Source: an optimization exercise on an open RTL-to-GDS flow (aim: small area, a short achievable clock period and few clock cycles per item). Production flows keep margins and buffers that such runs may drop.
No functional check of the RTL was part of any run shown here.
No activity file was given, so power comes from the tool's default toggle rates.

File: design/flow/design.v
module mx_block_sequencer #(
  parameter int BLOCK_SIZE = 32,
  parameter int DATA_W     = 32,
  parameter int EXP_W      = 8
) (
  input  logic                          clk,
  input  logic                          rst,
  input  logic                          in_valid,
  output logic                          in_ready,
  input  logic [DATA_W-1:0]             in_data,
  input  logic                          flush,
  output logic                          out_valid,
  input  logic                          out_ready,
  output logic [DATA_W-1:0]             out_data,
  output logic [EXP_W-1:0]              out_scale,
  output logic                          out_last,
  output logic [$clog2(BLOCK_SIZE)-1:0] out_idx
);
  localparam int IDX_W = $clog2(BLOCK_SIZE);
  localparam int NS    = BLOCK_SIZE + 1;
  localparam int SW    = $clog2(NS);
  logic [NS-1:0][DATA_W-1:0] ring_q;
  logic [NS-1:0]             occ_q;
  logic [IDX_W-1:0] c_cnt_q, c_cnt_d;
  logic [EXP_W-1:0] c_max_q, c_max_d;
  logic [SW-1:0]    wdist_q, wdist_d;
  logic             p_vld_q, p_vld_d, p2_vld_q, p2_vld_d;
  logic [IDX_W-1:0] p_rem_q, p_rem_d;      
  logic [EXP_W-1:0] p_scale_q, p_scale_d, p2_scale_q, p2_scale_d;
  logic [IDX_W-1:0] rem_q, rem_d;          
  logic [SW-1:0]    rdist_q, rdist_d;
  logic              ov_q, olast_q;
  logic [DATA_W-1:0] od_q;
  logic [EXP_W-1:0]  os_q;
  logic [IDX_W-1:0]  oi_q, nb;
  logic              ir_q, ir_d;
  logic              wsel_q;               
  logic              nx_ok_q, nx_ok_d;     
  logic              nx_rd_q, nx_rd_d;     
  logic             acc, ftk, close, load, rd, start, last_rd;
  logic             ok_l, rd_l, ok_n, rd_n;
  logic [EXP_W-1:0] e_in, new_max;
  logic [IDX_W-1:0] rem_now;
  assign in_ready  = ir_q;
  assign out_valid = ov_q;
  assign out_data  = od_q;
  assign out_scale = os_q;
  assign out_last  = olast_q;
  assign out_idx   = oi_q;
  assign acc     = in_valid & ir_q;
  assign ftk     = flush & ir_q;
  assign e_in    = in_data[DATA_W-2 -: EXP_W];
  assign new_max = (acc && e_in > c_max_q) ? e_in : c_max_q;
  assign close   = (acc && c_cnt_q == IDX_W'(BLOCK_SIZE - 1)) || (ftk && (acc || c_cnt_q != '0));
  assign load    = nx_ok_q & (~ov_q | out_ready);
  assign rd      = load & nx_rd_q;
  assign start   = load & olast_q;
  assign nb      = oi_q + IDX_W'(1);
  assign rem_now = olast_q ? p_rem_q : rem_q - IDX_W'(1);
  assign last_rd = rd & (rem_now == '0);
  always_comb begin
    c_cnt_d = c_cnt_q;
    c_max_d = c_max_q;
    wdist_d = (wdist_q == '0) ? SW'(NS - 1) : wdist_q - SW'(1);
    if (close) begin
      c_cnt_d = '0;
      c_max_d = EXP_W'(1);
      wdist_d = {1'b0, ~c_cnt_q};
    end else if (acc) begin
      c_cnt_d = c_cnt_q + IDX_W'(1);
      c_max_d = new_max;
      wdist_d = '0;
    end
    p_vld_d    = p_vld_q;
    p_rem_d    = p_rem_q;
    p_scale_d  = p_scale_q;
    p2_vld_d   = p2_vld_q;
    p2_scale_d = p2_scale_q;
    if (start) begin
      if (p2_vld_q) begin
        p_rem_d   = '0;
        p_scale_d = p2_scale_q;
        p2_vld_d  = 1'b0;
      end else if (close) begin
        p_rem_d   = c_cnt_q + IDX_W'(acc) - IDX_W'(1);
        p_scale_d = new_max;
      end else begin
        p_vld_d = 1'b0;
      end
    end else if (close) begin
      if (p_vld_q) begin
        p2_vld_d   = 1'b1;
        p2_scale_d = new_max;
      end else begin
        p_vld_d   = 1'b1;
        p_rem_d   = c_cnt_q + IDX_W'(acc) - IDX_W'(1);
        p_scale_d = new_max;
      end
    end
    rem_d   = rem_q;
    rdist_d = (rdist_q == '0) ? SW'(NS - 1) : rdist_q - SW'(1);
    if (rd) begin
      rem_d   = rem_now;
      rdist_d = last_rd ? {1'b0, ~nb} : '0;
    end
    if (olast_q) begin
      ok_l = 1'b1;                             
      rd_l = p_rem_q != '0;
    end else if (nb == IDX_W'(BLOCK_SIZE - 1)) begin
      ok_l = p_vld_d & (nx_rd_q | (rdist_q == SW'(1)));
      rd_l = 1'b1;
    end else begin
      ok_l = 1'b1;                             
      rd_l = nx_rd_q & (rem_q != IDX_W'(1));
    end
    if (olast_q) begin
      ok_n = p_vld_d & (rdist_q == SW'(1));
      rd_n = 1'b1;
    end else begin
      ok_n = ~nx_rd_q | (rdist_q == SW'(1));
      rd_n = nx_rd_q;
    end
    nx_ok_d = load ? ok_l : ok_n;
    nx_rd_d = load ? rd_l : rd_n;
    ir_d = ~p2_vld_d & (close ? (c_cnt_q == IDX_W'(BLOCK_SIZE - 1)) : (acc | (wdist_q == SW'(1))))
         & (~occ_q[1] | rd);
  end
  always_ff @(posedge clk) begin
    for (int i = 0; i < NS - 1; i++)
      ring_q[i] <= ring_q[i+1];
    ring_q[NS-1] <= wsel_q ? in_data : ring_q[0];
    wsel_q       <= ir_d;
    if (load) begin
      od_q    <= ring_q[1] & {DATA_W{nx_rd_q}};
      olast_q <= nb == IDX_W'(BLOCK_SIZE - 1);
      oi_q    <= nb;
    end
    if (start)
      os_q <= p_scale_q;
    c_max_q    <= c_max_d;
    p_rem_q    <= p_rem_d;
    p_scale_q  <= p_scale_d;
    p2_scale_q <= p2_scale_d;
    rem_q      <= rem_d;
    if (rst) begin
      occ_q    <= '0;
      c_cnt_q  <= '0;
      c_max_q  <= EXP_W'(1);
      wdist_q  <= SW'(1);
      p_vld_q  <= 1'b0;
      p2_vld_q <= 1'b0;
      rdist_q  <= '0;
      ov_q     <= 1'b0;
      oi_q     <= IDX_W'(BLOCK_SIZE - 1);
      olast_q  <= 1'b1;
      ir_q     <= 1'b0;
      nx_ok_q  <= 1'b0;
      nx_rd_q  <= 1'b1;
    end else begin
      occ_q    <= {occ_q[0] | acc, occ_q[NS-1:2], occ_q[1] & ~rd};
      c_cnt_q  <= c_cnt_d;
      wdist_q  <= wdist_d;
      p_vld_q  <= p_vld_d;
      p2_vld_q <= p2_vld_d;
      rdist_q  <= rdist_d;
      ov_q     <= load | (ov_q & ~out_ready);
      ir_q     <= ir_d;
      nx_ok_q  <= nx_ok_d;
      nx_rd_q  <= nx_rd_d;
    end
  end
endmodule
File: design/flow/constraint.sdc
create_clock -name core_clock -period 5.0 [get_ports {clk}]
set_input_delay 1.0000 -clock core_clock [delete_from_list [all_inputs] [get_ports {clk}]]
set_output_delay 1.0000 -clock core_clock [all_outputs]
set_load 0.01 [all_outputs]
File: design/flow/run.sh
#!/bin/bash
# synth_recipe.tcl (not shown) runs the flow's synth.tcl, then flattens the netlist and writes it again
# the make line also repeats each setting of config.mk as NAME=value (left out here)
make -C /OpenROAD-flow-scripts/flow DESIGN_CONFIG=/design/flow/config.mk WORK_HOME=/design/flow/orfs CLKGATE_MAP_FILE= SYNTH_SCRIPT=/design/flow/synth_recipe.tcl finish
File: design/flow/config.mk
export PLATFORM = sky130hd
export DESIGN_NAME = mx_block_sequencer
export DESIGN_NICKNAME = mx_block_sequencer
export VERILOG_FILES = /design/flow/design.v
export SDC_FILE = /design/flow/constraint.sdc
export NUM_CORES = 4
export LEC_CHECK = 0
export CAP_MARGIN = 20
export CORE_MARGIN = 2
export CORE_UTILIZATION = 30
export PLACE_DENSITY = 0.5
export SETUP_SLACK_MARGIN = 3.0
export SLEW_MARGIN = 20
==> results of run 1 <==
## final cells by class
type	count	share of cell area (%)
sequential	1193	72.9
clock buffer	147	9.26
multi-input combinational	332	8.09
tap	1176	4.37
timing repair buffer	118	2.91
clock inverter	55	2.01
inverter	28	0.394
timing repair inverter	1	0.0223
antenna	1	0.00743
## layout by cell type, fill, tap and decap left out, types with 4 or more instances in the layout
cell type        instances
inv_1                   21
buf_6                   22
clkinv_2                18
a21oi_1                 14
dfxtp_2                  8
nand4_1                  4
o22ai_1                  5
o21ai_0                  6
nand2_2                  4
nand3_1                  8
xnor2_1                 12
buf_2                   36
and2_1                  33
nand3_2                  7
dfxtp_4                  7
dfxtp_1               1112
o211ai_1                 5
nor2_1                  31
edfxtp_1                66
xor2_1                   9
ha_1                    12
clkbuf_16              110
ha_4                     8
o22a_1                   4
clkinv_4                 4
clkbuf_8                23
clkinv_1                 7
o21ai_4                  8
clkdlybuf4s50_1         27
buf_4                   28
clkbuf_1                14
inv_6                    5
a31oi_1                  6
mux2_2                  32
nor3_1                   5
bufinv_16                9
clkinvlp_4               7
nor2b_1                 32
clkinv_16                4
nand2_1                 29
## sequential cells by signal, summed over array words and instances (netlist names), 5 cells and up
register    flops
od_q           32
p2_scale_q      8
rem_q           5
oi_q            5
rdist_q         6
os_q            8
p_scale_q       8
c_cnt_q         5
wdist_q         6
ring_q       1056
c_max_q         8
occ_q          33
p_rem_q         5
## how the worst min path moves through the flow
stage / from / to / cells past startpoint
floorplan: ring_q[1032] / ring_q[1000] / 0
global placement: ring_q[327] / ring_q[295] / 0
detailed placement: ring_q[261] / ring_q[229] / 0
CTS: ring_q[730] / ring_q[698] / 0
global route: ring_q[521] / ring_q[489] / 0
finish: ring_q[730] / ring_q[698] / 0
## routing by layer
metal / vias up / share of wire (%) / GRT usage (%)
li1: 5505 / - / -
met1: 5269 / 51 / 11.2
met2: 196 / 41 / 11.3
met3: 90 / 5.0 / 2.66
met4: 0 / 3.2 / 4.42
met5: - / 0 / 0
## timing repair
action                     in CTS  in global routing
setup endpoints to repair     129                108
setup buffers                  21                 11
pin swaps                      22                 14
gates cloned                    2                  0
hold endpoints to repair        0                  0
gates resized for setup       290                 43
## power by group through the flow
stage          registers, W  clock network [W]  logic (W)
2_1_floorplan        0.0130                  0   0.000562
3_3_place_gp         0.0133                  0   0.000743
3_5_place_dp         0.0133                  0   0.000772
4_1_cts              0.0132            0.00864   0.000815
5_1_grt              0.0135            0.00905   0.000920
6_report             0.0132            0.00836   0.000829
## kinds of logic (layout without fill, tap and decap cells)
| logic type | Yosys count | after routing | synth area share (%) |
|---|---|---|---|
| other cells | 0 | 1 | 0 |
| buf+inv | 47 | 349 | 0.708 |
| compound gates | 74 | 75 | 1.86 |
| flops | 1193 | 1193 | 90.8 |
| mux | 34 | 34 | 1.43 |
| fa+ha+maj | 22 | 22 | 1.02 |
| xor+xnor | 21 | 21 | 0.681 |
| simple gates | 180 | 180 | 3.49 |
## stage by stage
stage / setup WS (ns) / total power [W] / hold WS, ns / std cells / utilization [%]
6_report: 2.66 / 0.0223 / 0.286 / 3051 / 37.6
5_1_grt: 2.59 / 0.0234 / 0.303 / 3050 / 37.6
4_1_cts: 2.60 / 0.0227 / 0.281 / 3039 / 37.4
3_5_place_dp: 1.65 / 0.0141 / 0.312 / 2814 / 32.9
3_3_place_gp: 1.71 / 0.0141 / 0.309 / 2814 / 32.9
2_1_floorplan: 2.46 / 0.0136 / 0.310 / 1571 / -
==> impl_metrics.toml, run 1 <==
[finish]
area_delta_synth_final_pct = 24.7
multiInputGateArea_um2 = 2730
seqCellArea_um2 = 24600
fillers = 8204
finalInstanceArea_um2 = 33700
final_nets = 1841
layout-drive-gt1-share_pct = 20.5

[sta]
report.final.slew_viol_count = 0
period_share_pct = 46.7
worst_pin_slew_ns = 0.664
clock.fmax_mhz = 428
min_period_ns = 2.34
setup_viol_count_final = 0
hold_violations = 0
slew_headroom_pct = 55.8
setup_tns_ns = 0
grt_setup_unrepaired = "true"
fin_skew_ns = 0.0521

[logic_synthesis]
synth_top_cell_by_area = "dfxtp_1"
synth.area.top_cells = "dfxtp_1, edfxtp_1, mux2_2, ha_1, and2_1"
synth_seq_cells = 1193
synth_cells = 1571
synth_top_area_share_pct = 83.5
synth-edff-count = 66
synth_most_common_cell = "dfxtp_1"
synthTopCellsByCount = "dfxtp_1, edfxtp_1, and2_1, nand2_1, nor2b_1"
synthesis.area_um2 = 27000
avgSynthCellArea_um2 = 17.2
yosys_warnings = 1
yosys_most_used_dff = "dfxtp_1"
ys_seq_area_share_pct = 90.8
syn_nets = 1630
synth_cell_types = 50
synthArstFlopShare_pct = 0

[global_route]
antenna_found_initial = 1
grt_pass1_vias = 11400
track_usage_pct = 8.17
grt_pass1_wl_um = 60500
grt_max_degree = 43
gr-total-overflow = 0

[routing]
drt_iter0_drc = 470
viasPerCell = 3.63
drtPass1Iterations = 4
vias = 11100
routed_wl_um = 36800
drtAntennaViolNets = 0
wire_per_inst_um = 12.0
drc = 0

[pwr]
pwr-share-clk_pct = 37.4
p_sw_w = 0.00457
leakagePower_nw = 13.5
p_seq_share_pct = 58.9
max-vdd-ir-drop_mv = 0.365
swShare_pct = 20.5
p_int_w = 0.0178
comb_power_share_pct = 3.7
power_density_nw_per_um2 = 663

[worst_setup_path]
worstPathCellList = "buf_2"
path_delay_family = "flip-flops"
crit_path_start = "os_q[4]"
setup.worst_path.end_class = "primary output"
reg2reg_to = "p_scale_q[6]"
path_class = "reg -> out"
start_kind = "register"
reg2reg_depth = 7
critical_path_buf_inv_count = 1
max_stage_delay_ns = 0.50
worst-endpoint-required_ns = 4.00
crit_path_max_fanout = 1
cp_num_cells = 1
arrival_ns = 1.34
reg2reg_slack_ns = 2.96
r2r-start = "c_max_q[1]"
crit_slowest_cell = "edfxtp_1"
crit_path_end = "out_scale[4]"

[floorplan]
die_w_um = 304
dieHeight_um = 304
start_util_pct = 30.2
row_count = 110
io_pins = 85
die_area_um2 = 92500
fp.coreArea_um2 = 89600

[clock_network]
cts_tree = "yes"
cts.sinks = 1193
cts_root_buf = "clkbuf_16"
cts_htree_levels = 3
clk_pin_slew_ns = 0.06
clk_latency_ns = 0.69
ctsHoldBuffers = 0
clk_path_buf_depth = 3
cts_buffers = 108

[place]
dpl_cell_area_um2 = 29500
dpl.hpwl_um = 19400
gp_congestion = 0.743
portBuffers = 84

[status]
status = "complete, no violations"

[min_path]
hold_path.class = "reg -> reg"

[job]
maxCapViolCount = 0
==> run 2, diff against run 1 <==
--- a/design/flow/config.mk
+++ b/design/flow/config.mk
@@ -9,5 +9,5 @@
 export CORE_MARGIN = 2
 export CORE_UTILIZATION = 30
 export PLACE_DENSITY = 0.5
-export SETUP_SLACK_MARGIN = 3.0
+export SETUP_SLACK_MARGIN = 2.5
 export SLEW_MARGIN = 20
==> run 2 against run 1 <==
  * Still clean
  * Synthesized area stayed put
  * Power increased by 1.0%
  * Core utilization fell by 0.28 points
  * Setup slack worse by 0.091 ns
  * Largest cell class unchanged
==> impl_metrics.toml, run 2 <==
[status]
status = "complete, no violations"

[logic_synthesis]
synth_top_cell_by_area = "dfxtp_1"
synth_top_area_share_pct = 83.5
synthesis.area_um2 = 27000
synth.area.top_cells = "dfxtp_1, edfxtp_1, mux2_2, ha_1, and2_1"
synth_most_common_cell = "dfxtp_1"
synthTopCellsByCount = "dfxtp_1, edfxtp_1, and2_1, nand2_1, nor2b_1"
yosys_warnings = 1
avgSynthCellArea_um2 = 17.2
synth_cells = 1571
syn_nets = 1630
yosys_most_used_dff = "dfxtp_1"
ys_seq_area_share_pct = 90.8
synth-edff-count = 66
synthArstFlopShare_pct = 0
synth_cell_types = 50
synth_seq_cells = 1193

[clock_network]
clk_path_buf_depth = 3
cts_htree_levels = 3
cts.sinks = 1193
clk_latency_ns = 0.66
ctsHoldBuffers = 0
clk_pin_slew_ns = 0.06
cts_tree = "yes"
cts_buffers = 112
cts_root_buf = "clkbuf_16"

[sta]
fin_skew_ns = 0.0257
hold_violations = 0
slew_headroom_pct = 57.2
min_period_ns = 2.43
period_share_pct = 48.6
setup_viol_count_final = 0
clock.fmax_mhz = 412
grt_setup_unrepaired = "false"
report.final.slew_viol_count = 0
worst_pin_slew_ns = 0.642
setup_tns_ns = 0

[worst_setup_path]
crit_path_max_fanout = 1
cp_num_cells = 1
reg2reg_depth = 7
max_stage_delay_ns = 0.51
path_delay_family = "flip-flops"
reg2reg_slack_ns = 2.86
worst-endpoint-required_ns = 4.00
path_class = "reg -> out"
setup.worst_path.end_class = "primary output"
worstPathCellList = "clkdlybuf4s15_1"
reg2reg_to = "p_scale_q[2]"
critical_path_buf_inv_count = 1
r2r-start = "c_max_q[1]"
start_kind = "register"
arrival_ns = 1.43
crit_slowest_cell = "edfxtp_1"

[finish]
final_nets = 1823
reg_top3 = "ring_q x1056, occ_q x33, od_q x32"
final_cell_mix = "dfxtp_1, clkbuf_16, edfxtp_1, dlygate4sd2_1, and2_1"
layout-drive-gt1-share_pct = 14.4
regMostFlops = "ring_q"
final_common_cell = "dfxtp_1"
area_delta_synth_final_pct = 23.8
largest_reg_flops = 1056
final_util_pct = 37.3

[job]
maxCapViolCount = 0

[min_path]
min_to = "ring_q[902]"
worstHoldStart = "ring_q[934]"
hold_depth = 0
hold_path.class = "reg -> reg"

[routing]
drtPass1Iterations = 5
routed_wl_um = 36400
vias = 11100
drc = 0
drtAntennaViolNets = 0
viasPerCell = 3.65
wire_per_inst_um = 12.0
drt_iter0_drc = 496

[global_route]
track_usage_pct = 8.09
antenna_found_initial = 1
grt_pass1_vias = 11500
grt_max_degree = 43
gr-total-overflow = 0
grt_pass1_wl_um = 60300

[place]
gp_congestion = 0.745
dpl.hpwl_um = 19200
portBuffers = 84

[floorplan]
start_util_pct = 30.2
die_area_um2 = 92500
dieHeight_um = 304
io_pins = 85
fp.coreArea_um2 = 89600
die_w_um = 304
row_count = 110

[pwr]
leakagePower_nw = 13.5
max-vdd-ir-drop_mv = 0.328
power_density_nw_per_um2 = 675
==> run 2: area by class of cell <==
class,instances,area (um^2)
clock buffer,164,3350
timing repair buffer,96,911
inverter,28,109
timing repair inverter,1,7.51
sequential,1193,24600
tap,1176,1470
clock inverter,42,606
fill,8255,56100
antenna,1,2.50
multi-input combinational,332,2430
==> run 2: through the flow <==
| step | power (W) | instances | area, um^2 | worst slack (ns) | hold WS (ns) |
|---|---|---|---|---|---|
| 4_1_cts | 0.0230 | 3032 | 33400 | 2.29 | 0.316 |
| 5_1_grt | 0.0237 | 3032 | 33400 | 2.50 | 0.316 |
| 3_3_place_gp | 0.0140 | 2814 | 29300 | 1.53 | 0.310 |
| 6_report | 0.0226 | 3033 | 33400 | 2.57 | 0.314 |
| 3_5_place_dp | 0.0141 | 2814 | 29300 | 1.45 | 0.312 |
| 2_1_floorplan | 0.0136 | 1571 | 27100 | 2.44 | 0.310 |
==> run 2: logic make-up after synthesis <==
logic type / count (synthesis) / share of synthesized area (%)
flops: 1193 / 90.8
fa+ha+maj: 22 / 1.02
simple gates: 180 / 3.49
buf+inv: 47 / 0.708
mux: 34 / 1.43
compound gates: 74 / 1.86
xor+xnor: 21 / 0.681
==> run 2: metal layers <==
| metal | GRT usage, % | up-vias | part of all wire (%) |
|---|---|---|---|
| li1 | - | 5479 | - |
| met1 | 11.4 | 5284 | 51 |
| met2 | 11.2 | 212 | 40 |
| met3 | 2.40 | 102 | 5.0 |
| met4 | 4.15 | 0 | 3.5 |
| met5 | 0 | - | 0 |
==> run 2: timing repair <==
item / 4_1_cts / 5_1_grt
setup buffers: 10 / 0
gates cloned: 2 / 0
pin swaps: 5 / 1
endpoints found under the setup margin: 131 / 46
gates resized for setup: 73 / 11
==> run 2: where the power goes <==
group | internal [W] | leakage (nW) | switching, W
Sequential | 0.0125 | 9.96 | 0.000695
Combinational | 0.000366 | 1.56 | 0.000374
Clock | 0.00521 | 1.95 | 0.00346
Total | 0.0180 | 13.5 | 0.00453
==> run 2: worst max path at each step <==
stage,startpoint,endpoint,slack (ns)
floorplan,in_data[23],p2_scale_q[0],2.44
global placement,out_ready,od_q[7],1.53
finish,os_q[3],out_scale[3],2.57
detailed placement,in_valid,p2_scale_q[5],1.45
CTS,olast_q,out_last,2.29
global route,out_ready,rdist_q[1],2.50
==> run 3, diff against run 2 <==
--- a/design/flow/design.v
+++ b/design/flow/design.v
@@ -130,13 +130,8 @@
       ring_q[i] <= ring_q[i+1];
     ring_q[NS-1] <= wsel_q ? in_data : ring_q[0];
     wsel_q       <= ir_d;
-    if (load) begin
-      od_q    <= ring_q[1] & {DATA_W{nx_rd_q}};
-      olast_q <= nb == IDX_W'(BLOCK_SIZE - 1);
-      oi_q    <= nb;
-    end
-    if (start)
-      os_q <= p_scale_q;
+    od_q <= od_q ^ ({DATA_W{load}} & ((ring_q[1] & {DATA_W{nx_rd_q}}) ^ od_q));
+    os_q <= os_q ^ ({EXP_W{start}} & (p_scale_q ^ os_q));
     c_max_q    <= c_max_d;
     p_rem_q    <= p_rem_d;
     p_scale_q  <= p_scale_d;
@@ -164,6 +159,8 @@
       p2_vld_q <= p2_vld_d;
       rdist_q  <= rdist_d;
       ov_q     <= load | (ov_q & ~out_ready);
+      oi_q     <= oi_q ^ ({IDX_W{load}} & (nb ^ oi_q));
+      olast_q  <= olast_q ^ (load & ((nb == IDX_W'(BLOCK_SIZE - 1)) ^ olast_q));
       ir_q     <= ir_d;
       nx_ok_q  <= nx_ok_d;
       nx_rd_q  <= nx_rd_d;
--- a/design/flow/config.mk
+++ b/design/flow/config.mk
@@ -9,5 +9,5 @@
 export CORE_MARGIN = 2
 export CORE_UTILIZATION = 30
 export PLACE_DENSITY = 0.5
-export SETUP_SLACK_MARGIN = 2.5
+export SETUP_SLACK_MARGIN = 3.0
 export SLEW_MARGIN = 20
==> run 3 against run 2 <==
  * Largest cell class unchanged
  * Clock power is 4.3% lower
  * Synthesized area hardly changed
  * Non-clock buffer count is 20 higher
  * Critical path type unchanged
  * Largest power group unchanged
  * Sequential share of layout area is 0.33 points lower
==> impl_metrics.toml, run 3 <==
[worst_setup_path]
worstPathCellList = "buf_2"
path_delay_family = "flip-flops"
arrival_ns = 1.33
reg2reg_slack_ns = 2.95
setup.worst_path.end_class = "primary output"
critical_path_buf_inv_count = 1
r2r-start = "c_max_q[4]"
reg2reg_depth = 8
crit_slowest_cell = "edfxtp_1"
start_kind = "register"
worst-endpoint-required_ns = 4.00
reg2reg_to = "p2_scale_q[0]"
crit_path_max_fanout = 1
max_stage_delay_ns = 0.47
path_class = "reg -> out"

[logic_synthesis]
synthArstFlopShare_pct = 0
synth.area.top_cells = "dfxtp_1, edfxtp_1, mux2_2, ha_1, and2_1"
synth_seq_cells = 1193
yosys_warnings = 1
synth_top_area_share_pct = 83.5
synth_top_cell_by_area = "dfxtp_1"
synth_cells = 1577
syn_nets = 1636
yosys_most_used_dff = "dfxtp_1"
avgSynthCellArea_um2 = 17.1
synthTopCellsByCount = "dfxtp_1, edfxtp_1, and2_1, nor2_1"
synth-edff-count = 66
synthesis.area_um2 = 27000
ys_seq_area_share_pct = 90.8
synth_most_common_cell = "dfxtp_1"
synth_cell_types = 54

[min_path]
worstHoldStart = "ring_q[826]"
min_to = "ring_q[794]"
hold_depth = 0
hold_path.class = "reg -> reg"

[routing]
viasPerCell = 3.65
drtPass1Iterations = 5
wl_met3_um = 2070
vias = 11100
drt_iter0_drc = 401
routed.top_layer = "met4"
drtAntennaViolNets = 0
wl_met2_um = 15300
routed_wl_um = 37100
wl_met1_um = 18500
drc = 0
wire_per_inst_um = 12.2

[clock_network]
cts_root_buf = "clkbuf_16"
ctsHoldBuffers = 0
cts_buffers = 110
cts_tree = "yes"
clk_path_buf_depth = 3
cts_htree_levels = 3
cts.sinks = 1193
clk_pin_slew_ns = 0.06
clk_latency_ns = 0.69

[sta]
clock.fmax_mhz = 429
min_period_ns = 2.33
report.final.slew_viol_count = 0
fin_skew_ns = 0.0654
grt_setup_unrepaired = "true"
setup_viol_count_final = 0
hold_violations = 0
setup_slack_ns = 2.67
setup_tns_ns = 0
period_share_pct = 46.6
slew_headroom_pct = 59.4
worst_pin_slew_ns = 0.601

[place]
gp_congestion = 0.733
dpl.hpwl_um = 19800
place_ws_ns = 1.65
portBuffers = 84

[finish]
regMostFlops = "ring_q"
largest_reg_flops = 1056
final_cell_mix = "dfxtp_1, clkbuf_16, edfxtp_1, buf_2, nor2_1"
final_common_cell = "dfxtp_1"
layout-drive-gt1-share_pct = 20.6
final_nets = 1842
area_delta_synth_final_pct = 24.5
reg_top3 = "ring_q x1056, occ_q x33"

[pwr]
max-vdd-ir-drop_mv = 0.344
leakagePower_nw = 13.5
power_density_nw_per_um2 = 663

[global_route]
grt_pass1_vias = 11700
track_usage_pct = 8.21
gr-total-overflow = 0
antenna_found_initial = 1
grt_max_degree = 46
grt_pass1_wl_um = 61300

[floorplan]
io_pins = 85
die_w_um = 304
die_area_um2 = 92500
fp.coreArea_um2 = 89600
start_util_pct = 30.2
dieHeight_um = 304
row_count = 110

[job]
maxCapViolCount = 0

[status]
status = "complete, no violations"
-- run 3: cell types whose count changed in the layout (fill, tap and decap cells not counted), sizes merged, moves of 4 or more --
cell,before,now
buf,12,88
dlygate4sd2,47,2
nand3,18,13
inv,40,32
clkinv,19,29
nand2,37,33
dlymetal6s2s,5,0
clkbuf,164,156
-- run 3: timing repair --
item,in CTS,in global routing
gates resized for setup,291,32
gates cloned,1,0
endpoints found under the setup margin,159,95
buffers inserted,22,7
pin swaps,19,12
-- run 3: final cells by class --
cell class | count | area (um^2)
diodes | 3 | 7.51
clock buffers | 156 | 3160
clock inverters | 45 | 597
fillers | 8193 | 55900
inverters | 28 | 123
multi-input cells | 334 | 2730
flip-flops and latches | 1193 | 24600
well taps | 1176 | 1470
repair buffers | 116 | 973
-- run 3: report_power, final --
part | internal, W | switching (W)
clock | 0.00485 | 0.00346
sequential | 0.0125 | 0.000742
combinational | 0.000421 | 0.000373
total | 0.0177 | 0.00457
-- run 3: routing by layer --
metal / vias up / track usage [%]
li1: 5504 / -
met1: 5327 / 11.3
met5: - / 0
met3: 94 / 2.50
met4: 0 / 4.28
met2: 212 / 11.6
-- run 3: cells by family (layout without fill, tap and decap cells) --
kind of cell | count (synthesis) | count (layout) | synth area share [%]
other cells | 0 | 3 | 0
compound gates | 74 | 75 | 1.80
mux | 33 | 33 | 1.37
xor+xnor | 20 | 20 | 0.648
flops | 1193 | 1193 | 90.8
buf+inv | 51 | 345 | 0.764
fa+ha+maj | 22 | 22 | 1.02
simple gates | 184 | 184 | 3.62
-- run 3: how the worst max path moves through the flow --
stage,endpoint,from,cells after the start,slack [ns]
floorplan,p2_scale_q[0],in_data[26],6,2.43
global placement,p_scale_q[5],in_data[30],7,1.71
detailed placement,p_scale_q[3],in_data[25],7,1.65
CTS,out_data[14],register,1,2.60
global route,out_data[19],register,1,2.59
finish,out_data[19],register,1,2.67
-- run 3: per-stage QoR --
stage | cell area (um^2) | power [W] | hold WS [ns] | cells | util (%)
floorplan | 27300 | 0.0136 | 0.310 | 1577 | -
global placement | 29600 | 0.0141 | 0.310 | 2817 | 33.0
detailed placement | 29600 | 0.0141 | 0.312 | 2817 | 33.0
CTS | 33500 | 0.0227 | 0.272 | 3041 | 37.4
global route | 33600 | 0.0234 | 0.276 | 3048 | 37.5
finish | 33600 | 0.0223 | 0.278 | 3051 | 37.6
==> run 4, diff against run 3 <==
--- a/design/flow/design.v
+++ b/design/flow/design.v
@@ -31,8 +31,8 @@
   logic [SW-1:0]    rdist_q, rdist_d;
   logic              ov_q, olast_q;
   logic [DATA_W-1:0] od_q;
-  logic [EXP_W-1:0]  os_q;
-  logic [IDX_W-1:0]  oi_q, nb;
+  logic [EXP_W-1:0]  os_q, e_scale_q;
+  logic [IDX_W-1:0]  oi_q, oi_d, nb;
   logic              ir_q, ir_d;
   logic              wsel_q;               
   logic              nx_ok_q, nx_ok_d;     
@@ -56,6 +56,7 @@
   assign rd      = load & nx_rd_q;
   assign start   = load & olast_q;
   assign nb      = oi_q + IDX_W'(1);
+  assign oi_d    = (oi_q & ~{IDX_W{load}}) | (nb & {IDX_W{load}});
   assign rem_now = olast_q ? p_rem_q : rem_q - IDX_W'(1);
   assign last_rd = rd & (rem_now == '0);
   always_comb begin
@@ -130,8 +131,9 @@
       ring_q[i] <= ring_q[i+1];
     ring_q[NS-1] <= wsel_q ? in_data : ring_q[0];
     wsel_q       <= ir_d;
-    od_q <= od_q ^ ({DATA_W{load}} & ((ring_q[1] & {DATA_W{nx_rd_q}}) ^ od_q));
-    os_q <= os_q ^ ({EXP_W{start}} & (p_scale_q ^ os_q));
+    od_q <= (od_q & ~{DATA_W{load}}) | (ring_q[1] & {DATA_W{nx_rd_q & load}});
+    e_scale_q <= start ? p_scale_q : e_scale_q;
+    os_q      <= rst ? '0 : start ? p_scale_q : e_scale_q;
     c_max_q    <= c_max_d;
     p_rem_q    <= p_rem_d;
     p_scale_q  <= p_scale_d;
@@ -159,8 +161,8 @@
       p2_vld_q <= p2_vld_d;
       rdist_q  <= rdist_d;
       ov_q     <= load | (ov_q & ~out_ready);
-      oi_q     <= oi_q ^ ({IDX_W{load}} & (nb ^ oi_q));
-      olast_q  <= olast_q ^ (load & ((nb == IDX_W'(BLOCK_SIZE - 1)) ^ olast_q));
+      oi_q     <= oi_d;
+      olast_q  <= oi_d == IDX_W'(BLOCK_SIZE - 1);
       ir_q     <= ir_d;
       nx_ok_q  <= nx_ok_d;
       nx_rd_q  <= nx_rd_d;
==> run 4 against run 3 <==
  * Still clean
  * Count of clock-buffer cells in the layout is 8 higher
  * Sequential share of layout area is 1.7 points lower
  * Largest power group unchanged
  * Die area grew 0.24%
==> impl_metrics.toml, run 4 <==
[routing]
drtAntennaViolNets = 0
drtPass1Iterations = 4
viasPerCell = 3.72
routed_wl_um = 38800
vias = 11600
drt_iter0_drc = 497
drc = 0
wire_per_inst_um = 12.5

[logic_synthesis]
ys_seq_area_share_pct = 89.7
synth_cell_types = 55
yosys_warnings = 1
synth.area.top_cells = "dfxtp_1, edfxtp_1, mux2_2, a22o_1, ha_1"
synth_cells = 1629
synth_seq_cells = 1201
synth_top_area_share_pct = 86.8
synth_compound_area_share_pct = 2.79
synth-edff-count = 26
synth_most_common_cell = "dfxtp_1"
synth_top_cell_by_area = "dfxtp_1"
synthesis.area_um2 = 27100
synth_top_family_by_area = "simple AND/OR/NAND/NOR gates"
synth-xor-area-share_pct = 0.776
synth.area.mux_share_pct = 1.41
syn_nets = 1688
synthTopCellsByCount = "dfxtp_1, nand2_1, nor2_1, nor2b_1, mux2_2"
yosys.area_share.adder_pct = 1.02
yosys_most_used_dff = "dfxtp_1"
avgSynthCellArea_um2 = 16.6
synthSimpleGateAreaFrac_pct = 3.56
synthArstFlopShare_pct = 0

[sta]
min_period_ns = 2.21
setup_tns_ns = 0
worst_pin_slew_ns = 0.714
hold_violations = 0
report.final.slew_viol_count = 0
grt_setup_unrepaired = "true"
period_share_pct = 44.1
fin_skew_ns = 0.0353
slew_headroom_pct = 52.4
setup_viol_count_final = 0
clock.fmax_mhz = 453

[pwr]
max-vdd-ir-drop_mv = 0.272
power_density_nw_per_um2 = 704
leakagePower_nw = 13.8

[floorplan]
fp.coreArea_um2 = 89700
row_count = 110
start_util_pct = 30.2
io_pins = 85
dieHeight_um = 305
die_area_um2 = 92800
die_w_um = 305

[worst_setup_path]
start_kind = "input port"
reg2reg_slack_ns = 2.84
path_class = "in -> reg"
crit_slowest_cell = "a2111o_2"
reg2reg_depth = 7
r2r-start = "c_max_q[3]"
worstPathCellList = "clkdlybuf4s15_2 > ha_4 > buf_4 > and4_4 > a2111o_2 > nand3_4 > a31oi_4"
arrival_ns = 2.61
max_stage_delay_ns = 0.58
worst-endpoint-required_ns = 5.40
crit_path_max_fanout = 8
crit_path_start = "in_data[26]"
reg2reg_to = "p_scale_q[5]"
setup.worst_path.end_class = "register"

[global_route]
track_usage_pct = 8.39
grt_pass1_vias = 12000
grt_pass1_wl_um = 62900
grt_max_degree = 39
gr-total-overflow = 0
antenna_found_initial = 2

[clock_network]
cts_buffers = 110
cts_tree = "yes"
cts_root_buf = "clkbuf_16"
ctsHoldBuffers = 0
clk_latency_ns = 0.67
cts.sinks = 1201
cts_htree_levels = 3
clk_pin_slew_ns = 0.07
clk_path_buf_depth = 3

[job]
maxCapViolCount = 0

[place]
gp_congestion = 0.750
numPlacedInstances = 2864
portBuffers = 84
dpl.hpwl_um = 20200

[min_path]
worstHoldStart = "ring_q[173]"
hold_depth = 0
min_to = "ring_q[141]"
hold_path.class = "reg -> reg"

[finish]
largest_reg_flops = 1056
regMostFlops = "ring_q"
final_common_cell = "dfxtp_1"
area_delta_synth_final_pct = 26.0
final_nets = 1902
final_cell_mix = "dfxtp_1, clkbuf_16, nand2_1, buf_6, dfxtp_2"
fillers = 8325
fin_cells = 3113
diodes = 0
layout-drive-gt1-share_pct = 22.9
reg_top3 = "ring_q x1056, occ_q x33, od_q x32"

[status]
status = "complete, no violations"
[run 4: cell types whose count changed after synthesis, sizes merged, moves of 6 or more]
cell,change
a22o,+32
and2,-22
nand2,+30
dfxtp,+48
clkbuf,+6
edfxtp,-40
[run 4: report_power, final]
group,switching (W),internal [W]
Clock,0.00349,0.00507
Combinational,0.000976,0.000973
Sequential,0.000840,0.0127
[run 4: metrics by stage]
step           setup WS [ns]  util, %  cell area, um^2  hold slack (ns)  power (W)
2_1_floorplan           2.52        -            27300            0.310     0.0144
3_3_place_gp            1.72     32.9            29500            0.311     0.0153
3_5_place_dp            1.65     32.9            29500            0.312     0.0154
4_1_cts                 2.80     37.8            33900            0.312     0.0244
5_1_grt                 2.78     38.0            34100            0.316     0.0253
6_report                2.79     38.0            34100            0.308     0.0240
[run 4: worst max path at each step]
stage	end	cells after the start	slack (ns)
2_1_floorplan	p_scale_q[2]	6	2.52
3_3_place_gp	p_scale_q[7]	7	1.72
3_5_place_dp	p_scale_q[6]	7	1.65
4_1_cts	out_data[23]	1	2.80
5_1_grt	p_scale_q[5]	7	2.78
6_report	p_scale_q[5]	7	2.79
[run 4: per-layer routing]
metal / vias to the layer above / part of all wire, % / global-route usage (%)
met5: - / 0 / 0
met2: 206 / 43 / 12.2
met3: 81 / 5.1 / 2.49
met4: 0 / 3.1 / 4.58
met1: 5585 / 49 / 11.2
li1: 5716 / - / -
[run 4: kinds of logic (layout without fill, tap and decap cells)]
kind of cell,Yosys count,after routing
and+or+nand+nor,192,192
xor gates and xnor gates,24,24
AOI/OAI and AO/OA,103,103
buffers and inverters,53,361
adders and majority gates,22,22
DFF,1201,1201
muxes,34,34
[run 4: layout make-up]
cell class	instances	area, um^2	area share (%)
sequential	1201	24400	71.4
tap	1176	1470	4.31
inverter	24	115	0.337
clock buffer	164	3330	9.76
timing repair buffer	130	1270	3.73
timing repair inverter	1	7.51	0.0220
multi-input combinational	375	3020	8.84
clock inverter	42	543	1.59
[run 4: timing repair]
item / 4_1_cts / 5_1_grt
gates cloned: 2 / 0
setup endpoints to repair: 162 / 104
pin swaps: 22 / 15
setup buffers: 31 / 10
gates resized for setup: 358 / 49
[run 4: worst max-delay path, delay by kind of cell]
family | cells | cell delay, ns
and+or+nand+nor | 2 | 0.34
adders and majority gates | 1 | 0.24
AOI/OAI and AO/OA | 2 | 0.67
buffers and inverters | 2 | 0.35
==> run 5, diff against run 4 <==
--- a/design/flow/config.mk
+++ b/design/flow/config.mk
@@ -9,5 +9,5 @@
 export CORE_MARGIN = 2
 export CORE_UTILIZATION = 30
 export PLACE_DENSITY = 0.5
-export SETUP_SLACK_MARGIN = 3.0
+export SETUP_SLACK_MARGIN = 3.5
 export SLEW_MARGIN = 20
==> run 5 against run 4 <==
  * Critical path depth rose by 2
  * Sequential cell count did not move
  * Critical path type unchanged
  * Maximum frequency rose by 1.4%
  * Critical endpoint unchanged
  * Non-clock buffer count rose by 34
  * Sequential power barely moved
  * Register-to-register slack improved by 0.03 ns
  * Clock power fell by 2%
  * Core utilization rose by 0.93 points
  * Synthesized area did not move
  * Worst hold slack improved by 0.0042 ns
  * Wire length rose by 2.4%
==> impl_metrics.toml, run 5 <==
[pwr]
power_density_nw_per_um2 = 693
comb_power_share_pct = 9.5
leakagePower_nw = 14.1
p_seq_share_pct = 55.8
swShare_pct = 22.3
p_int_w = 0.0188
pwr-share-clk_pct = 34.7
p_sw_w = 0.00542
max-vdd-ir-drop_mv = 0.333
power_w = 0.0243

[logic_synthesis]
synthTopCellsByCount = "dfxtp_1, nand2_1, nor2_1, nor2b_1, mux2_2"
synthArstFlopShare_pct = 0
yosys_most_used_dff = "dfxtp_1"
synth_most_common_cell = "dfxtp_1"
synth_cell_types = 55
synth_top_cell_by_area = "dfxtp_1"
syn_nets = 1688
synth.area.top_cells = "dfxtp_1, edfxtp_1, mux2_2, a22o_1, ha_1"
avgSynthCellArea_um2 = 16.6
synth_cells = 1629
synth-edff-count = 26
synth_top_area_share_pct = 86.8
ys_seq_area_share_pct = 89.7
synth_seq_cells = 1201
synthesis.area_um2 = 27100
yosys_warnings = 1

[min_path]
hold_path.class = "reg -> reg"

[floorplan]
start_util_pct = 30.2
die_area_um2 = 92800
dieHeight_um = 305
io_pins = 85
fp.coreArea_um2 = 89700
row_count = 110
die_w_um = 305

[worst_setup_path]
max_stage_delay_ns = 0.37
worstPathCellList = "buf_8 > ha_4 > nor2b_4 > o211ai_1 > buf_4 > a2111oi_4 > buf_6 > o21ai_2 > a31oi_1"
start_kind = "input port"
path_class = "in -> reg"
arrival_ns = 2.66
crit_path_max_fanout = 4
reg2reg_slack_ns = 2.87
crit_slowest_cell = "a2111oi_4"
worst-endpoint-required_ns = 5.49
setup.worst_path.end_class = "register"

[clock_network]
ctsHoldBuffers = 0
clk_pin_slew_ns = 0.06
cts_tree = "yes"
cts_htree_levels = 3
cts_buffers = 111
cts.sinks = 1201
clk_latency_ns = 0.65
cts_root_buf = "clkbuf_16"
clk_path_buf_depth = 3

[sta]
report.final.slew_viol_count = 0
worst_pin_slew_ns = 0.509
slew_headroom_pct = 66.0
setup_viol_count_final = 0
hold_violations = 0
grt_setup_unrepaired = "true"
clock.fmax_mhz = 460
min_period_ns = 2.18
period_share_pct = 43.5
setup_tns_ns = 0
fin_skew_ns = 0.0148

[finish]
reg_top3 = "ring_q x1056, occ_q x33, od_q x32"
largest_reg_flops = 1056
multiInputGateArea_um2 = 3390
final_common_cell = "dfxtp_1"
final_util_pct = 39.0
final_cell_mix = "dfxtp_1, clkbuf_16, buf_6, nand2_1, dfxtp_2"
fillers = 8301
seqCellArea_um2 = 24400
layout-drive-gt1-share_pct = 27.1
final_nets = 1937
regMostFlops = "ring_q"
area_delta_synth_final_pct = 29.1

[place]
dpl.hpwl_um = 19800
portBuffers = 84
gp_congestion = 0.723

[routing]
drtPass1Iterations = 4
drtAntennaViolNets = 0
routed_wl_um = 39700
vias = 11700
drc = 0
viasPerCell = 3.73
wire_per_inst_um = 12.6
drt_iter0_drc = 399

[global_route]
busiest_layer = "met2"
grt_max_degree = 39
antenna_found_initial = 3
grt_pass1_wl_um = 64600
use_met2_pct = 12.5
gr-total-overflow = 0
track_usage_pct = 8.66
gr-usage-met1_pct = 11.6
use_met3_pct = 2.66
grt_pass1_vias = 12200

[job]
maxCapViolCount = 0

[status]
status = "complete, no violations"
[run 5: final cells by class]
class | count | area share (%)
Sequential cell | 1201 | 69.8
Tap cell | 1176 | 4.21
Multi-Input combinational cell | 376 | 9.69
Clock inverter | 50 | 1.71
Inverter | 24 | 0.372
Antenna cell | 1 | 0.00715
Timing Repair Buffer | 164 | 5.14
Clock buffer | 156 | 9.11
[run 5: layer usage]
metal | vias up | wire [um]
li1 | 5788 | -
met1 | 5595 | 19400
met2 | 228 | 16600
met3 | 116 | 2190
met4 | 2 | 1510
met5 | - | 8
[run 5: cells by family (layout without fill, tap and decap cells)]
kind of cell,after synthesis,in the layout,synth area share [%]
fa+ha+maj,22,22,1.02
flops,1201,1201,89.7
compound gates,103,103,2.79
simple gates,192,193,3.56
mux,34,34,1.41
other cells,0,1,0
xor+xnor,24,24,0.776
buf+inv,53,394,0.776
[run 5: final timing paths]
check              start      endpoint  cells past startpoint
min          ring_q[566]   ring_q[534]                      0
min reg2reg  ring_q[566]   ring_q[534]                      0
max reg2reg   c_max_q[1]  p_scale_q[5]                      9
max          in_data[24]  p_scale_q[5]                      9
[run 5: what timing repair did]
item,CTS,global route
setup buffers,59,14
hold endpoints to repair,0,0
gates cloned,5,0
pin swaps,46,32
resized for setup,458,64
setup endpoints to repair,183,153
[run 5: power by group through the flow]
stage / sequential (W) / clock (W) / combinational [W]
finish: 0.0135 / 0.00842 / 0.00230
global route: 0.0139 / 0.00912 / 0.00250
CTS: 0.0136 / 0.00873 / 0.00218
detailed placement: 0.0137 / 0 / 0.00172
global placement: 0.0137 / 0 / 0.00169
floorplan: 0.0134 / 0 / 0.00108
[run 5: critical path: cells and delay by family]
family	cells	cell delay, ns
AND/OR/NAND/NOR	1	0.12
AO/OA/AOI/OAI	4	0.79
buffers and inverters	3	0.47
adder cells (fa/ha/maj)	1	0.26
[run 5: through the flow]
stage,setup WS (ns),cell area (um^2),hold slack (ns),std cells
floorplan,2.52,27500,0.310,1629
global placement,1.64,29500,0.310,2863
detailed placement,1.44,29500,0.312,2863
CTS,2.82,34600,0.307,3133
global route,2.79,35000,0.316,3148
finish,2.82,35000,0.312,3148
==> run 6, diff against run 5 <==
--- a/design/flow/config.mk
+++ b/design/flow/config.mk
@@ -7,7 +7,7 @@
 export LEC_CHECK = 0
 export CAP_MARGIN = 20
 export CORE_MARGIN = 2
-export CORE_UTILIZATION = 30
-export PLACE_DENSITY = 0.5
-export SETUP_SLACK_MARGIN = 3.5
+export CORE_UTILIZATION = 50
+export PLACE_DENSITY = 0.6
+export SETUP_SLACK_MARGIN = 2.8
 export SLEW_MARGIN = 20
==> run 6 against run 5 <==
  * Sequential cell count unchanged
  * Core utilization up 22 points
  * Sequential share of layout area up 5.1 points
  * Count of clock-buffer cells in the layout down 3
  * Global-route usage up 4.6 points
  * Largest cell class unchanged
  * Setup slack worse by 0.014 ns
  * Critical path type unchanged
  * Sequential power about the same
  * Still clean
==> impl_metrics.toml, run 6 <==
[worst_setup_path]
r2r-start = "c_max_q[1]"
arrival_ns = 2.66
start_kind = "input port"
setup.worst_path.end_class = "register"
path_delay_family = "compound AO/OA/AOI/OAI gates"
critical_path_buf_inv_count = 4
cpMostUsedCell = "buf_4"
worstPathCellList = "clkbuf_4 > inv_1 > ha_1 > nor2b_4 > o211ai_1 > buf_4 > a2111oi_4 > buf_4 > o21ai_2 > a31oi_1"
max_stage_delay_ns = 0.32
crit_slowest_cell = "a2111oi_4"
crit_path_max_fanout = 4
crit_path_start = "in_data[23]"
path_class = "in -> reg"
worst-endpoint-required_ns = 5.47

[finish]
fin_cells = 2600
reg_top3 = "ring_q x1056, occ_q x33, od_q x32"
largest_reg_flops = 1056
final_common_cell = "dfxtp_1"
fillers = 3970
seqCellArea_um2 = 24300
area_delta_synth_final_pct = 20.0
final_nets = 1877
diodes = 0
final_cell_mix = "dfxtp_1, clkbuf_16, nand2_1, buf_2, nor2_1"
regMostFlops = "ring_q"
multiInputGateArea_um2 = 2850
final_util_pct = 60.5
layout-drive-gt1-share_pct = 18.8

[sta]
setup_viol_count_final = 0
period_share_pct = 43.8
grt_setup_unrepaired = "true"
fin_skew_ns = 0.0159
setup_tns_ns = 0
worst_pin_slew_ns = 0.682
clock.fmax_mhz = 457
report.final.slew_viol_count = 0
slew_headroom_pct = 54.5
min_period_ns = 2.19
hold_violations = 0

[global_route]
gr-total-overflow = 0
grt_pass1_vias = 11600
grt_pass1_wl_um = 59600
antenna_found_initial = 0
grt_max_degree = 39
track_usage_pct = 13.3

[min_path]
worstHoldStart = "ring_q[565]"
hold_path.class = "reg -> reg"

[logic_synthesis]
avgSynthCellArea_um2 = 16.6
synth_seq_cells = 1201
synth_most_common_cell = "dfxtp_1"
synth_cells = 1629
synth_top_area_share_pct = 86.8
synth_cell_types = 55
yosys_warnings = 1
synth.area.top_cells = "dfxtp_1, edfxtp_1, mux2_2, a22o_1, ha_1"
synthesis.area_um2 = 27100
synthTopCellsByCount = "dfxtp_1, nand2_1, nor2_1, nor2b_1, mux2_2"
syn_nets = 1688
yosys_most_used_dff = "dfxtp_1"
synth-edff-count = 26
synth_top_cell_by_area = "dfxtp_1"
ys_seq_area_share_pct = 89.7
synthArstFlopShare_pct = 0

[routing]
viasPerCell = 4.34
wire_per_inst_um = 13.7
drc = 0
drt_iter0_drc = 452
drtAntennaViolNets = 0
drtPass1Iterations = 4
vias = 11300
routed_wl_um = 35700

[clock_network]
cts_buffers = 105
cts_root_buf = "clkbuf_16"
cts_htree_levels = 3
ctsHoldBuffers = 0
cts_tree = "yes"
clk_latency_ns = 0.64
clk_pin_slew_ns = 0.06
clk_path_buf_depth = 3
cts.sinks = 1201

[pwr]
max-vdd-ir-drop_mv = 0.328
pwr-share-clk_pct = 34.7
p_seq_share_pct = 58.3
p_int_w = 0.0182
swShare_pct = 21.4
power_w = 0.0232
power_density_nw_per_um2 = 712
comb_power_share_pct = 7.1
p_sw_w = 0.00496
leakagePower_nw = 13.5

[floorplan]
die_area_um2 = 56100
dieHeight_um = 237
row_count = 85
io_pins = 85
die_w_um = 237
fp.coreArea_um2 = 53700
start_util_pct = 50.5

[place]
gp_congestion = 0.776
numPlacedInstances = 2383
dpl.hpwl_um = 18400
portBuffers = 84

[status]
status = "complete, no violations"

[job]
maxCapViolCount = 0
[run 6: repair_timing]
| action | in CTS | in global routing |
|---|---|---|
| pin swaps | 12 | 15 |
| setup buffers | 19 | 4 |
| setup endpoints to repair | 141 | 46 |
| resized for setup | 246 | 35 |
| endpoints found under the hold margin | 0 | 0 |
| cloned | 1 | 0 |
[run 6: area by class of cell]
type | count | area share, %
clock buffer | 153 | 9.44
timing repair inverter | 1 | 0.0154
multi-input combinational | 375 | 8.77
sequential | 1201 | 74.9
clock inverter | 40 | 1.49
inverter | 24 | 0.308
tap | 696 | 2.68
timing repair buffer | 110 | 2.42
[run 6: per-stage QoR]
| stage | setup WS (ns) | hold slack, ns | cell area [um^2] |
|---|---|---|---|
| 2_1_floorplan | 2.52 | 0.310 | 27300 |
| 3_3_place_gp | 1.71 | 0.310 | 28900 |
| 3_5_place_dp | 1.61 | 0.312 | 28900 |
| 4_1_cts | 2.70 | 0.316 | 32500 |
| 5_1_grt | 2.77 | 0.318 | 32500 |
| 6_report | 2.81 | 0.317 | 32500 |
[run 6: power groups by stage]
stage	combinational (W)	sequential [W]	clock, W
after floorplan	0.000991	0.0134	0
after global placement	0.00161	0.0137	0
after detailed placement	0.00164	0.0137	0
after CTS	0.00163	0.0136	0.00827
after global routing	0.00179	0.0138	0.00868
final	0.00164	0.0135	0.00803
[run 6: final timing paths]
| check | end | slack, ns | cells past startpoint |
|---|---|---|---|
| setup / recovery | p_scale_q[6] | 2.81 | 10 |
| hold / removal | ring_q[533] | 0.32 | 0 |
| setup reg to reg | p_scale_q[6] | 2.89 | 9 |
| hold reg to reg | ring_q[533] | 0.32 | 0 |
[run 6: logic make-up (layout without fill, tap and decap cells)]
kind of cell / count (synthesis) / in the layout / synth area share [%]
simple gates: 192 / 192 / 3.56
buf+inv: 53 / 328 / 0.776
mux: 34 / 34 / 1.41
fa+ha+maj: 22 / 22 / 1.02
flops: 1201 / 1201 / 89.7
xor+xnor: 24 / 24 / 0.776
compound gates: 103 / 103 / 2.79
[run 6: routing by layer]
layer / share of wire (%) / wire length, um / track usage [%] / vias up
met3: 4.6 / 1640 / 3.39 / 82
li1: - / - / - / 5646
met5: 0 / 0 / 0 / -
met2: 41 / 14800 / 18.9 / 200
met4: 2.9 / 1030 / 6.43 / 0
met1: 51 / 18200 / 19.0 / 5358
==> run 7, diff against run 6 <==
--- a/design/flow/config.mk
+++ b/design/flow/config.mk
@@ -8,6 +8,8 @@
 export CAP_MARGIN = 20
 export CORE_MARGIN = 2
 export CORE_UTILIZATION = 50
+export CTS_CLUSTER_DIAMETER = 100
+export CTS_CLUSTER_SIZE = 30
 export PLACE_DENSITY = 0.6
 export SETUP_SLACK_MARGIN = 2.8
 export SLEW_MARGIN = 20
==> run 7 against run 6 <==
  * Still clean on timing, DRC and antenna
  * Synthesized area unchanged
  * Via count is 3.9% lower
  * Clock skew grew 0.018 ns
  * Maximum frequency decreased by 2.6%
  * Combinational power is essentially flat
  * Non-clock buffer count rose by 1
  * Wire length fell by 4.0%
  * Count of clock-buffer cells in the layout is 98 lower
  * Final cell count decreased by 5.2%
  * Global-route usage is 0.74 points lower
  * Critical path type unchanged
  * Critical endpoint unchanged
==> impl_metrics.toml, run 7 <==
[status]
status = "complete, no violations"

[min_path]
hold_depth = 0
hold_path.class = "reg -> reg"

[global_route]
track_usage_pct = 12.6
grt_max_degree = 39
antenna_found_initial = 0
grt_pass1_wl_um = 57000
grt_pass1_vias = 11000
gr-total-overflow = 0

[floorplan]
dieHeight_um = 237
fp.coreArea_um2 = 53700
row_count = 85
die_w_um = 237
die_area_um2 = 56100
io_pins = 85
start_util_pct = 50.5

[finish]
final_nets = 1819
fillers = 4187
final_cell_mix = "dfxtp_1, nand2_1, clkbuf_16, buf_2, dfxtp_2"
layout-drive-gt1-share_pct = 14.5
largest_reg_flops = 1056
finalInstanceArea_um2 = 30300
fin_cells = 2464
area_delta_synth_final_pct = 11.8
final_common_cell = "dfxtp_1"
diodes = 0
reg_top3 = "ring_q x1056, occ_q x33, od_q x32"
regMostFlops = "ring_q"

[sta]
hold_violations = 0
worst_pin_slew_ns = 0.669
min_period_ns = 2.25
setup_tns_ns = 0
setup_viol_count_final = 0
period_share_pct = 45.0
report.final.slew_viol_count = 0
holdWs_ns = 0.303
fin_skew_ns = 0.0339
grt_setup_unrepaired = "true"
clock.fmax_mhz = 445
slew_headroom_pct = 55.4

[place]
numPlacedInstances = 2383
dpl.hpwl_um = 18400
dpl_cell_area_um2 = 28900
portBuffers = 84
gp_congestion = 0.776

[clock_network]
cts_buffers = 46
cts_root_buf = "clkbuf_16"
cts_htree_levels = 2
clk_pin_slew_ns = 0.11
clk_latency_ns = 0.62
clk_path_buf_depth = 3
cts.sinks = 1201
cts_tree = "yes"

[routing]
vias = 10800
routed_wl_um = 34300
drtPass1Iterations = 4
viasPerCell = 4.40
drtAntennaViolNets = 0
wire_per_inst_um = 13.9
drc = 0
drt_iter0_drc = 542

[logic_synthesis]
avgSynthCellArea_um2 = 16.6
yosys_warnings = 1
synthTopCellsByCount = "dfxtp_1, nand2_1, nor2_1, nor2b_1, mux2_2"
synth_most_common_cell = "dfxtp_1"
ys_seq_area_share_pct = 89.7
synth_top_area_share_pct = 86.8
syn_nets = 1688
synth-edff-count = 26
synthArstFlopShare_pct = 0
synth_cells = 1629
synth_cell_types = 55
synth_seq_cells = 1201
synth_top_cell_by_area = "dfxtp_1"
yosys_most_used_dff = "dfxtp_1"
synthesis.area_um2 = 27100
synth.area.top_cells = "dfxtp_1, edfxtp_1, mux2_2, a22o_1, ha_1"

[worst_setup_path]
start_kind = "input port"
reg2reg_depth = 7
worstPathCellList = "clkbuf_4 > inv_1 > ha_1 > and4_4 > a2111o_2 > nand3_4 > a31oi_1"
path_class = "in -> reg"
max_stage_delay_ns = 0.60
cp_num_cells = 7
path_delay_family = "compound AO/OA/AOI/OAI gates"
crit_path_max_fanout = 8
arrival_ns = 2.60
worst-endpoint-required_ns = 5.35
setup.worst_path.end_class = "register"
crit_slowest_cell = "a2111o_2"
reg2reg_slack_ns = 2.86
critical_path_buf_inv_count = 2

[pwr]
pwr-share-clk_pct = 22.5
max-vdd-ir-drop_mv = 0.318
p_seq_share_pct = 69.1
comb_power_share_pct = 8.5
power_density_nw_per_um2 = 643
p_sw_w = 0.00429
leakagePower_nw = 12.4
swShare_pct = 22.0
p_int_w = 0.0152

[job]
maxCapViolCount = 0
-- run 7: cell count changes in the layout (fill, tap and decap cells not counted), sizes merged --
cell,change
clkinvlp,-2
inv,-3
clkinv,-24
buf,+2
clkbuf,-99
bufinv,-10
-- run 7: area by class of cell --
class                   instances  area, um^2  area share, %
flip-flops and latches       1201       24400           80.4
repair inverters                1        5.00         0.0165
clock inverters                 1        30.0         0.0991
multi-input cells             375        2890           9.54
clock buffers                  55        1250           4.12
well taps                     696         871           2.87
inverters                      24         100          0.330
repair buffers                111         790           2.61
-- run 7: worst paths after layout --
kind / startpoint / to
worst min-delay path: ring_q[132] / ring_q[100]
worst max-delay path: in_data[23] / p_scale_q[6]
worst max register to register: c_max_q[1] / p_scale_q[6]
worst min register to register: ring_q[132] / ring_q[100]
-- run 7: cells by family after synthesis --
kind of cell	share of synthesized area, %
AO/OA/AOI/OAI	2.79
XOR/XNOR	0.776
adder cells (fa/ha/maj)	1.02
buffers and inverters	0.776
flip-flops	89.7
multiplexers	1.41
AND/OR/NAND/NOR	3.56
-- run 7: power groups by stage --
stage	sequential, W	combinational [W]	clock [W]
final	0.0135	0.00166	0.00438
after floorplan	0.0134	0.000991	0
after global placement	0.0137	0.00161	0
after detailed placement	0.0137	0.00164	0
after global routing	0.0138	0.00181	0.00491
after CTS	0.0135	0.00167	0.00457
-- run 7: per-stage QoR --
stage          util, %  setup WS [ns]  total power (W)
6_report          56.4           2.75           0.0195
5_1_grt           56.4           2.77           0.0205
4_1_cts           56.4           2.72           0.0198
3_5_place_dp      53.7           1.61           0.0153
3_3_place_gp      53.7           1.71           0.0153
2_1_floorplan        -           2.52           0.0144
-- run 7: layer usage --
layer | up-vias | wire [um] | share of wire (%) | GRT usage, %
met5 | - | 0 | 0 | 0
met3 | 65 | 1430 | 4.2 | 2.65
li1 | 5444 | - | - | -
met2 | 165 | 14200 | 41 | 18.5
met1 | 5173 | 17800 | 52 | 18.5
met4 | 0 | 844 | 2.5 | 4.09
-- run 7: worst register-to-register path: cells and delay by family (launching register included) --
kind,cells,cell delay (ns)
fa+ha+maj,1,0.27
flops,1,0.37
buf+inv,1,0.07
simple gates,2,0.29
compound gates,3,0.87
-- run 7: what timing repair did --
item,CTS,global route
gates cloned,1,0
buffers inserted,22,2
endpoints found under the setup margin,142,52
pin swaps,14,18
hold buffers,0,0
resized for setup,260,44
==> run 8, diff against run 7 <==
--- a/design/flow/config.mk
+++ b/design/flow/config.mk
@@ -8,8 +8,9 @@
 export CAP_MARGIN = 20
 export CORE_MARGIN = 2
 export CORE_UTILIZATION = 50
-export CTS_CLUSTER_DIAMETER = 100
-export CTS_CLUSTER_SIZE = 30
+export CTS_BUF_LIST = sky130_fd_sc_hd__clkbuf_8
+export CTS_CLUSTER_DIAMETER = 60
+export CTS_CLUSTER_SIZE = 20
 export PLACE_DENSITY = 0.6
 export SETUP_SLACK_MARGIN = 2.8
 export SLEW_MARGIN = 20
==> run 8 against run 7 <==
  * Power decreased by 0.16%
  * Worst hold slack improved by 0.012 ns
  * Register-to-register slack improved by 0.03 ns
  * Largest cell class unchanged
  * Via count increased by 1.3%
  * Critical endpoint is now p_scale_q[4]
==> impl_metrics.toml, run 8 <==
[status]
status = "complete, no violations"

[sta]
report.final.slew_viol_count = 0
setup_slack_ns = 2.81
hold_violations = 0
grt_setup_unrepaired = "true"
worst_pin_slew_ns = 0.685
setup_tns_ns = 0
slew_headroom_pct = 54.3
fin_skew_ns = 0.0188
setup_viol_count_final = 0
period_share_pct = 43.9
min_period_ns = 2.19
clock.fmax_mhz = 456

[logic_synthesis]
synth-edff-count = 26
yosys_warnings = 1
syn_nets = 1688
synth_seq_cells = 1201
synth.area.top_cells = "dfxtp_1, edfxtp_1, mux2_2, a22o_1, ha_1"
synth_cell_types = 55
yosys_most_used_dff = "dfxtp_1"
synth_top_family_by_area = "simple AND/OR/NAND/NOR gates"
ys_seq_area_share_pct = 89.7
synth-xor-area-share_pct = 0.776
synthTopCellsByCount = "dfxtp_1, nand2_1, nor2_1, nor2b_1, mux2_2"
synth.area.mux_share_pct = 1.41
synth_top_cell_by_area = "dfxtp_1"
avgSynthCellArea_um2 = 16.6
yosys.area_share.adder_pct = 1.02
synth_compound_area_share_pct = 2.79
synth_cells = 1629
synthesis.area_um2 = 27100
synthArstFlopShare_pct = 0
synthSimpleGateAreaFrac_pct = 3.56
synth_most_common_cell = "dfxtp_1"
synth_top_area_share_pct = 86.8

[worst_setup_path]
crit_path_end = "p_scale_q[4]"
path_class = "in -> reg"
crit_path_max_fanout = 8
setup.worst_path.end_class = "register"
r2r-start = "c_max_q[1]"
reg2reg_to = "p_scale_q[4]"
arrival_ns = 2.62
start_kind = "input port"
worst-endpoint-required_ns = 5.43
reg2reg_depth = 7
crit_path_start = "in_data[24]"
reg2reg_slack_ns = 2.89

[pwr]
leakagePower_nw = 12.5
power_density_nw_per_um2 = 639
max-vdd-ir-drop_mv = 0.254

[global_route]
track_usage_pct = 12.9
grt_pass1_wl_um = 57500
antenna_found_initial = 0
grt_pass1_vias = 11200
grt_max_degree = 39
gr-total-overflow = 0

[floorplan]
io_pins = 85
dieHeight_um = 237
die_w_um = 237
row_count = 85
start_util_pct = 50.5
die_area_um2 = 56100
fp.coreArea_um2 = 53700

[routing]
vias = 11000
drc = 0
wl_met3_um = 1610
routed.top_layer = "met4"
wire_per_inst_um = 13.8
viasPerCell = 4.39
drtAntennaViolNets = 0
wl_met1_um = 17800
drt_iter0_drc = 482
drtPass1Iterations = 4
wl_met2_um = 14100
routed_wl_um = 34600

[clock_network]
cts.sinks = 1201
cts_buffers = 72
ctsHoldBuffers = 0
clk_pin_slew_ns = 0.11
clk_path_buf_depth = 3
cts_tree = "yes"
clk_latency_ns = 0.67
cts_root_buf = "clkbuf_8"
cts_htree_levels = 3

[place]
place_ws_ns = 1.61
gp_congestion = 0.776
portBuffers = 84
dpl.hpwl_um = 18400

[job]
maxCapViolCount = 0

[finish]
final_util_pct = 56.7
final_cell_mix = "dfxtp_1, clkbuf_8, nand2_1, buf_6"
final_nets = 1850
layout-drive-gt1-share_pct = 16.5
largest_reg_flops = 1056
area_delta_synth_final_pct = 12.4
diodes = 0
regMostFlops = "ring_q"
final_common_cell = "dfxtp_1"
reg_top3 = "ring_q x1056, occ_q x33, od_q x32"

[min_path]
worstHoldStart = "ring_q[737]"
hold_path.class = "reg -> reg"
==> run 8: changes by cell type in the layout (fill, tap and decap cells not counted), sizes merged, moves of 2 or more <==
cell / delta
bufinv: +2
clkinvlp: +2
dlygate4sd2: -2
inv: +8
clkbuf: +22
dlymetal6s2s: +2
buf: +5
==> run 8: metrics by stage <==
step,total power [W],area [um^2],hold slack [ns],std cells
floorplan,0.0144,27300,0.310,1629
global placement,0.0153,28900,0.310,2383
detailed placement,0.0153,28900,0.312,2383
CTS,0.0197,30400,0.318,2497
global route,0.0205,30500,0.312,2504
finish,0.0195,30500,0.314,2504
==> run 8: repair_timing <==
item                                    in CTS  in global routing
gates cloned                                 1                  0
pin swaps                                    6                 11
endpoints found under the setup margin     106                 69
gates resized for setup                    301                 34
buffers inserted                            22                  7
==> run 8: final cells by class <==
type	count	area, um^2
Sequential cell	1201	24400
Fill cell	4195	23200
Multi-Input combinational cell	375	2820
Timing Repair Buffer	116	1080
Clock buffer	77	1060
Tap cell	696	871
Clock inverter	14	156
Inverter	24	100
Timing Repair inverter	1	5.00
==> run 8: power by group <==
group	leakage, nW	switching (W)	total [W]	internal [W]
Clock	0.638	0.00265	0.00419	0.00154
Sequential	10.0	0.000826	0.0135	0.0127
Combinational	1.84	0.000897	0.00179	0.000894
Total	12.5	0.00438	0.0195	0.0151
==> run 8: per-layer routing <==
metal / vias to the layer above / GRT usage (%)
met3: 82 / 3.05
met4: 0 / 6.50
met1: 5205 / 18.7
met5: - / 0
li1: 5509 / -
met2: 191 / 18.1
==> run 8: worst min-delay path by stage <==
stage	to	slack (ns)	cells past startpoint
finish	ring_q[705]	0.31	0
global route	ring_q[705]	0.31	0
CTS	ring_q[449]	0.32	0
detailed placement	ring_q[1005]	0.31	0
global placement	ring_q[126]	0.31	0
floorplan	ring_q[1000]	0.31	0
==> run 8: kinds of logic after synthesis <==
| family | after synthesis |
|---|---|
| flip-flops | 1201 |
| AND/OR/NAND/NOR | 192 |
| AO/OA/AOI/OAI | 103 |
| buffers and inverters | 53 |
| multiplexers | 34 |
| XOR/XNOR | 24 |
| adder cells (fa/ha/maj) | 22 |
==> run 8: worst max-delay path, stage by stage <==
cell and delay, ns:
buf_2 0.14, ha_4 0.28, nor2b_4 0.13, o211ai_1 0.15, a2111o_2 0.64, nand3_1 0.18, a31oi_1 0.09

-- re-timing with driven ports --
How much do the figures lean on ideal ports? The routed layouts below were timed once more, with nothing changed but the port constraints.
Step 1 assumes that a clkbuf_16 drives the clock port and a buf_2 every other input.
Step 2 also shifts input and output timing later by t, the mid clock arrival at the registers, as if the neighbouring blocks saw the same clock.
Slacks: ideal ports / drivers / drivers and shift; pairs: ideal ports / drivers.
| run | t (ns) | setup WS [ns] | hold WS [ns] | latest minus earliest clock arrival (ns) | pins driven straight from the clock port |
|---|---|---|---|---|---|
| run 1 | 0.714 | 2.664 / 2.604 / 2.208 | 0.286 / 0.286 / 0.286 | 0.062 / 0.063 | 1 |
| run 2 | 0.704 | 2.572 / 2.515 / 1.912 | 0.314 / 0.314 / 0.314 | 0.030 / 0.029 | 1 |
| run 3 | 0.710 | 2.668 / 2.612 / 2.203 | 0.278 / 0.278 / 0.278 | 0.067 / 0.066 | 1 |
| run 4 | 0.709 | 2.793 / 2.803 / 2.094 | 0.308 / 0.308 / 0.308 | 0.040 / 0.040 | 1 |
| run 5 | 0.710 | 2.824 / 2.810 / 2.115 | 0.312 / 0.312 / 0.312 | 0.023 / 0.023 | 1 |
| run 6 | 0.681 | 2.810 / 2.828 / 2.154 | 0.317 / 0.317 / 0.317 | 0.019 / 0.019 | 1 |
| run 7 | 0.647 | 2.751 / 2.778 / 2.131 | 0.303 / 0.303 / 0.303 | 0.058 / 0.059 | 1 |
| run 8 | 0.712 | 2.806 / 2.793 / 2.130 | 0.314 / 0.314 / 0.314 | 0.028 / 0.028 | 1 |
After both steps setup and hold are still met in every run listed. For run 5, which loses most, drivers alone change the setup slack by -0.014 ns; drivers and shift together by -0.709 ns.
